From an optimization exercise on the open Yosys and OpenROAD flow, aimed at small area; shortcuts taken in it are not production practice.
In this exercise RTL edits were held to simulation tests only and were not proved equivalent to the original.
Power is estimated from default activity; no workload was simulated.

==> module spq_ctrl, before the edit <==
module spq_ctrl (
    input  logic i_clk,
    input  logic i_rst_n,
    input  logic i_in_valid,
    input  logic i_req_type,
    input  logic i_out_stall,
    output logic o_in_stall,
    input  logic i_full,
    input  logic i_empty,
    input  logic i_slot_free,
    output logic o_acc,
    output logic o_ins_go,
    output logic o_rem_go,
    output logic o_scan,
    output logic o_clear,
    output logic o_out_valid
);
    logic       r_scan;
    logic       r_clear;
    logic [3:0] r_step;
    logic       r_out_valid;
    logic       last;
    logic       ready;
    assign last  = &r_step;
    assign ready = (i_req_type == REQ_REMOVE) || i_full || i_slot_free;
    assign o_in_stall = r_scan || r_clear || (r_out_valid && i_out_stall) || !ready;
    assign o_acc      = i_in_valid && !o_in_stall;
    assign o_ins_go   = o_acc && (i_req_type == REQ_INSERT) && !i_full;
    assign o_rem_go   = o_acc && (i_req_type == REQ_REMOVE) && !i_empty;
    assign o_scan     = r_scan;
    assign o_clear    = r_clear;
    assign o_out_valid = r_out_valid;
    always_ff @(posedge i_clk) begin
        if (!i_rst_n) begin
            r_scan      <= 1'b0;
            r_clear     <= 1'b1;
            r_step      <= '0;
            r_out_valid <= 1'b0;
        end else begin
            if (r_scan || r_clear) begin
                r_step <= r_step + 1'b1;
            end
            if (last) begin
                r_scan  <= 1'b0;
                r_clear <= 1'b0;
            end else if (o_ins_go || o_rem_go) begin
                r_scan  <= 1'b1;
            end
            if (o_acc) begin
                r_out_valid <= !(o_ins_go || o_rem_go);
            end else if (r_scan && last) begin
                r_out_valid <= 1'b1;
            end else if (!i_out_stall) begin
                r_out_valid <= 1'b0;
            end
        end
    end
endmodule
==> module spq_datapath, before the edit <==
module spq_datapath (
    input  logic                        i_clk,
    input  logic                        i_rst_n,
    input  logic                        i_req_type,
    input  logic signed [DATA_W-1:0]    i_value,
    input  logic                        i_acc,
    input  logic                        i_ins_go,
    input  logic                        i_rem_go,
    input  logic                        i_scan,
    input  logic                        i_clear,
    output logic                        o_full,
    output logic                        o_empty,
    output logic                        o_slot_free,
    output logic [1:0]                  o_status,
    output logic signed [DATA_W-1:0]    o_removed_value,
    output logic signed [DATA_W-1:0]    o_head_value,
    output logic                        o_head_valid,
    output logic [4:0]                  o_entry_count,
    output logic                        o_is_full,
    output logic                        o_is_empty
);
    logic [DATA_W*RING_N-1:0]  r_ring_n;
    logic [DATA_W-1:0]         r_head;
    logic [CNT_W-1:0]          r_count;
    logic [DATA_W-1:0]         slot;
    logic [DATA_W-1:0]         in_ob;
    logic [DATA_W-1:0]         head_val;
    logic [DATA_W-1:0]         ring_in;
    logic                      gt;
    logic                      take_min;
    logic                      swap;
    logic                      sel_head;
    logic                      sel_slot;
    assign slot        = ~r_ring_n[DATA_W-1:0];
    assign o_slot_free = (slot == VAL_MIN);
    assign o_full      = r_count[CNT_W-1];
    assign o_empty     = (r_count == '0);
    assign in_ob    = {~i_value[DATA_W-1], i_value[DATA_W-2:0]};
    assign head_val = {~r_head[DATA_W-1], r_head[DATA_W-2:0]};
    assign gt       = (slot > r_head);
    assign take_min = i_clear || i_rem_go;
    assign swap     = i_clear || i_rem_go || (i_scan && gt);
    assign sel_head = i_scan && gt;
    assign sel_slot = !sel_head && !take_min;
    assign ring_in  = (r_head & {DATA_W{sel_head}}) | (slot & {DATA_W{sel_slot}})
                    | (in_ob & {DATA_W{i_ins_go}});
    always_ff @(posedge i_clk) begin
        r_ring_n <= {~ring_in, r_ring_n[DATA_W*RING_N-1:DATA_W]};
        if (swap) begin
            r_head <= slot;
        end
        o_removed_value <= (head_val & {DATA_W{i_rem_go}}) | (o_removed_value & {DATA_W{!i_acc}});
        if (i_acc) begin
            o_status        <= (i_req_type == REQ_INSERT) ? (o_full ? STAT_FULL : STAT_DONE)
                                                          : (o_empty ? STAT_EMPTY : STAT_DONE);
        end
    end
    always_ff @(posedge i_clk) begin
        if (!i_rst_n) begin
            r_count <= '0;
        end else if (i_ins_go) begin
            r_count <= r_count + 1'b1;
        end else if (i_rem_go) begin
            r_count <= r_count - 1'b1;
        end
    end
    assign o_head_valid  = !o_empty;
    assign o_head_value  = {head_val[DATA_W-1] & !o_empty, head_val[DATA_W-2:0]};
    assign o_entry_count = r_count;
    assign o_is_full     = o_full;
    assign o_is_empty    = o_empty;
endmodule
clock: 10.0 ns
lec_check: 0
cap_margin: 20
core_margin: 2
core_utilization: 40
slew_margin: 20
standard.sh (not shown) runs the stock make flow with config.mk's settings and CLKGATE_MAP_FILE= SYNTH_SCRIPT=/design/flow/synth_recipe.tcl, a recipe that flattens the netlist after the stock synthesis.
==> flow/flow/run.sh <==
#!/bin/bash
# Layout flow: the standard synthesis, then the combinational cells
# between the registers are re-mapped for area with ABC (registers, their
# names and cell types are kept as the standard synthesis made them), then
# the standard ORFS layout with two changes: port buffers use the smallest
# buffer cell, and clock tree synthesis uses sink clusters without dummy loads.
# Logs: 1_standard_synth.log, 2_remap_yosys.log, 3_standard_finish.log here,
# and each ORFS step's log under orfs/logs.
set -euo pipefail
export BUFFER_PORTS_ARGS="-buffer_cell sky130_fd_sc_hd__buf_1"
export CTS_ARGS="-sink_clustering_enable -repair_clock_nets -dont_use_dummy_load -buf_list sky130_fd_sc_hd__clkbuf_8 -sink_clustering_size 20 -sink_clustering_max_diameter 60"
LIB=$FLOW_HOME/platforms/$FLOW_PLATFORM/lib/sky130_fd_sc_hd__tt_025C_1v80.lib
RES=orfs/results/$FLOW_PLATFORM/sorted_priority_queue_unit/base

bash standard.sh synth > 1_standard_synth.log 2>&1
cp $RES/1_2_yosys.v 1_2_yosys_standard.v

DU=""
for c in sky130_fd_sc_hd__probe_p_8 sky130_fd_sc_hd__probec_p_8 sky130_fd_sc_hd__lpflow_bleeder_1 sky130_fd_sc_hd__lpflow_clkbufkapwr_1 sky130_fd_sc_hd__lpflow_clkbufkapwr_16 sky130_fd_sc_hd__lpflow_clkbufkapwr_2 sky130_fd_sc_hd__lpflow_clkbufkapwr_4 sky130_fd_sc_hd__lpflow_clkbufkapwr_8 sky130_fd_sc_hd__lpflow_clkinvkapwr_1 sky130_fd_sc_hd__lpflow_clkinvkapwr_16 sky130_fd_sc_hd__lpflow_clkinvkapwr_2 sky130_fd_sc_hd__lpflow_clkinvkapwr_4 sky130_fd_sc_hd__lpflow_clkinvkapwr_8 sky130_fd_sc_hd__lpflow_decapkapwr_12 sky130_fd_sc_hd__lpflow_decapkapwr_3 sky130_fd_sc_hd__lpflow_decapkapwr_4 sky130_fd_sc_hd__lpflow_decapkapwr_6 sky130_fd_sc_hd__lpflow_decapkapwr_8 sky130_fd_sc_hd__lpflow_inputiso0n_1 sky130_fd_sc_hd__lpflow_inputiso0p_1 sky130_fd_sc_hd__lpflow_inputiso1n_1 sky130_fd_sc_hd__lpflow_inputiso1p_1 sky130_fd_sc_hd__lpflow_inputisolatch_1 sky130_fd_sc_hd__lpflow_isobufsrc_1 sky130_fd_sc_hd__lpflow_isobufsrc_16 sky130_fd_sc_hd__lpflow_isobufsrc_2 sky130_fd_sc_hd__lpflow_isobufsrc_4 sky130_fd_sc_hd__lpflow_isobufsrc_8 sky130_fd_sc_hd__lpflow_isobufsrckapwr_16 sky130_fd_sc_hd__lpflow_lsbuf_lh_hl_isowell_tap_1 sky130_fd_sc_hd__lpflow_lsbuf_lh_hl_isowell_tap_2 sky130_fd_sc_hd__lpflow_lsbuf_lh_hl_isowell_tap_4 sky130_fd_sc_hd__lpflow_lsbuf_lh_isowell_4 sky130_fd_sc_hd__lpflow_lsbuf_lh_isowell_tap_1 sky130_fd_sc_hd__lpflow_lsbuf_lh_isowell_tap_2 sky130_fd_sc_hd__lpflow_lsbuf_lh_isowell_tap_4 sky130_fd_sc_hd__fill_1 sky130_fd_sc_hd__fill_2 sky130_fd_sc_hd__fill_4 sky130_fd_sc_hd__fill_8 sky130_fd_sc_hd__conb_1 sky130_fd_sc_hd__conb_1 sky130_fd_sc_hd__buf_4 sky130_fd_sc_hd__buf_1 ; do DU="$DU -dont_use $c"; done
sed "s#@LIB@#$LIB#g; s#@DU@#$DU#; s#@IN@#1_2_yosys_standard.v#; s#@OUT@#1_2_yosys_remap.v#" flow/remap.ys.in > remap.ys
yosys -s remap.ys > 2_remap_yosys.log 2>&1
cp 1_2_yosys_remap.v $RES/1_2_yosys.v
rm -f $RES/1_synth.odb $RES/1_synth.sdc

bash standard.sh finish > 3_standard_finish.log 2>&1
Other scripts of this flow, unchanged in this note and not shown: flow/flow/area.abc, flow/flow/remap.ys.in
The first run completed with no timing, DRC or antenna violations.
==> next run, changes <==
--- a/flow/design.v
+++ b/flow/design.v
@@ -55,13 +55,13 @@
             end
             if (last) begin
                 r_scan  <= 1'b0;
                 r_clear <= 1'b0;
-            end else if (o_ins_go || o_rem_go) begin
+            end else if (o_rem_go) begin
                 r_scan  <= 1'b1;
             end
             if (o_acc) begin
-                r_out_valid <= !(o_ins_go || o_rem_go);
+                r_out_valid <= !o_rem_go;
             end else if (r_scan && last) begin
                 r_out_valid <= 1'b1;
             end else if (!i_out_stall) begin
                 r_out_valid <= 1'b0;
@@ -90,37 +90,34 @@
     output logic [4:0]                  o_entry_count,
     output logic                        o_is_full,
     output logic                        o_is_empty
 );
-    logic [DATA_W*RING_N-1:0]  r_ring_n;
+    logic [DATA_W*RING_N-1:0]  r_ring;
     logic [DATA_W-1:0]         r_head;
     logic [CNT_W-1:0]          r_count;
     logic [DATA_W-1:0]         slot;
     logic [DATA_W-1:0]         in_ob;
     logic [DATA_W-1:0]         head_val;
+    logic [DATA_W-1:0]         cand;
     logic [DATA_W-1:0]         ring_in;
     logic                      gt;
     logic                      take_min;
     logic                      swap;
-    logic                      sel_head;
-    logic                      sel_slot;
-    assign slot        = ~r_ring_n[DATA_W-1:0];
+    assign slot        = r_ring[DATA_W-1:0];
     assign o_slot_free = (slot == VAL_MIN);
     assign o_full      = r_count[CNT_W-1];
     assign o_empty     = (r_count == '0);
     assign in_ob    = {~i_value[DATA_W-1], i_value[DATA_W-2:0]};
     assign head_val = {~r_head[DATA_W-1], r_head[DATA_W-2:0]};
-    assign gt       = (slot > r_head);
-    assign take_min = i_clear || i_rem_go;
-    assign swap     = i_clear || i_rem_go || (i_scan && gt);
-    assign sel_head = i_scan && gt;
-    assign sel_slot = !sel_head && !take_min;
-    assign ring_in  = (r_head & {DATA_W{sel_head}}) | (slot & {DATA_W{sel_slot}})
-                    | (in_ob & {DATA_W{i_ins_go}});
+    assign cand     = slot | (in_ob & {DATA_W{i_ins_go}});
+    assign gt       = (cand > r_head);
+    assign take_min = i_clear || i_rem_go || (i_ins_go && o_empty);
+    assign swap     = i_clear || i_rem_go || (i_ins_go && o_empty) || ((i_scan || i_ins_go) && gt);
+    assign ring_in  = take_min ? VAL_MIN : (swap ? r_head : cand);
     always_ff @(posedge i_clk) begin
-        r_ring_n <= {~ring_in, r_ring_n[DATA_W*RING_N-1:DATA_W]};
+        r_ring <= {ring_in, r_ring[DATA_W*RING_N-1:DATA_W]};
         if (swap) begin
-            r_head <= slot;
+            r_head <= cand;
         end
         o_removed_value <= (head_val & {DATA_W{i_rem_go}}) | (o_removed_value & {DATA_W{!i_acc}});
         if (i_acc) begin
             o_status        <= (i_req_type == REQ_INSERT) ? (o_full ? STAT_FULL : STAT_DONE)
Outcome:
- final cell count rises by 2.1%
- via count decreases by 1.3%
- synthesized area went up by 0.32%
- power decreases by 0.35%
- utilization hardly moves
- clock-buffer cell count came out lower by 1
- sequential cell count is unchanged
- wire length decreases by 7.1%
- clock power fell by about 1%

[static timing again, ports no longer ideal]
How much do the figures lean on ideal ports? The routed layouts below were timed once more, with nothing changed but the port constraints. Step 1 assumes that a clkbuf_16 drives the clock port and a buf_2 every other input. Step 2 moves the port delays by t, midway between the first and last clock arrival at a register: inputs arrive t later, outputs are due t later. That takes back most of the time a late clock gives input paths. Three values: ideal ports, drivers, drivers and shift; two values: the first two.
run | t (ns) | setup slack, ns | cell pins on the clock port's net
the first run | 0.575 | 4.711 / 4.711 / 4.711 | 1
the second run | 0.581 | 2.161 / 2.185 / 1.604 | 1
After both steps setup and hold are still met in every run listed. For the second run, which loses most, drivers alone change the setup slack by +0.024 ns; drivers and shift together by -0.557 ns.
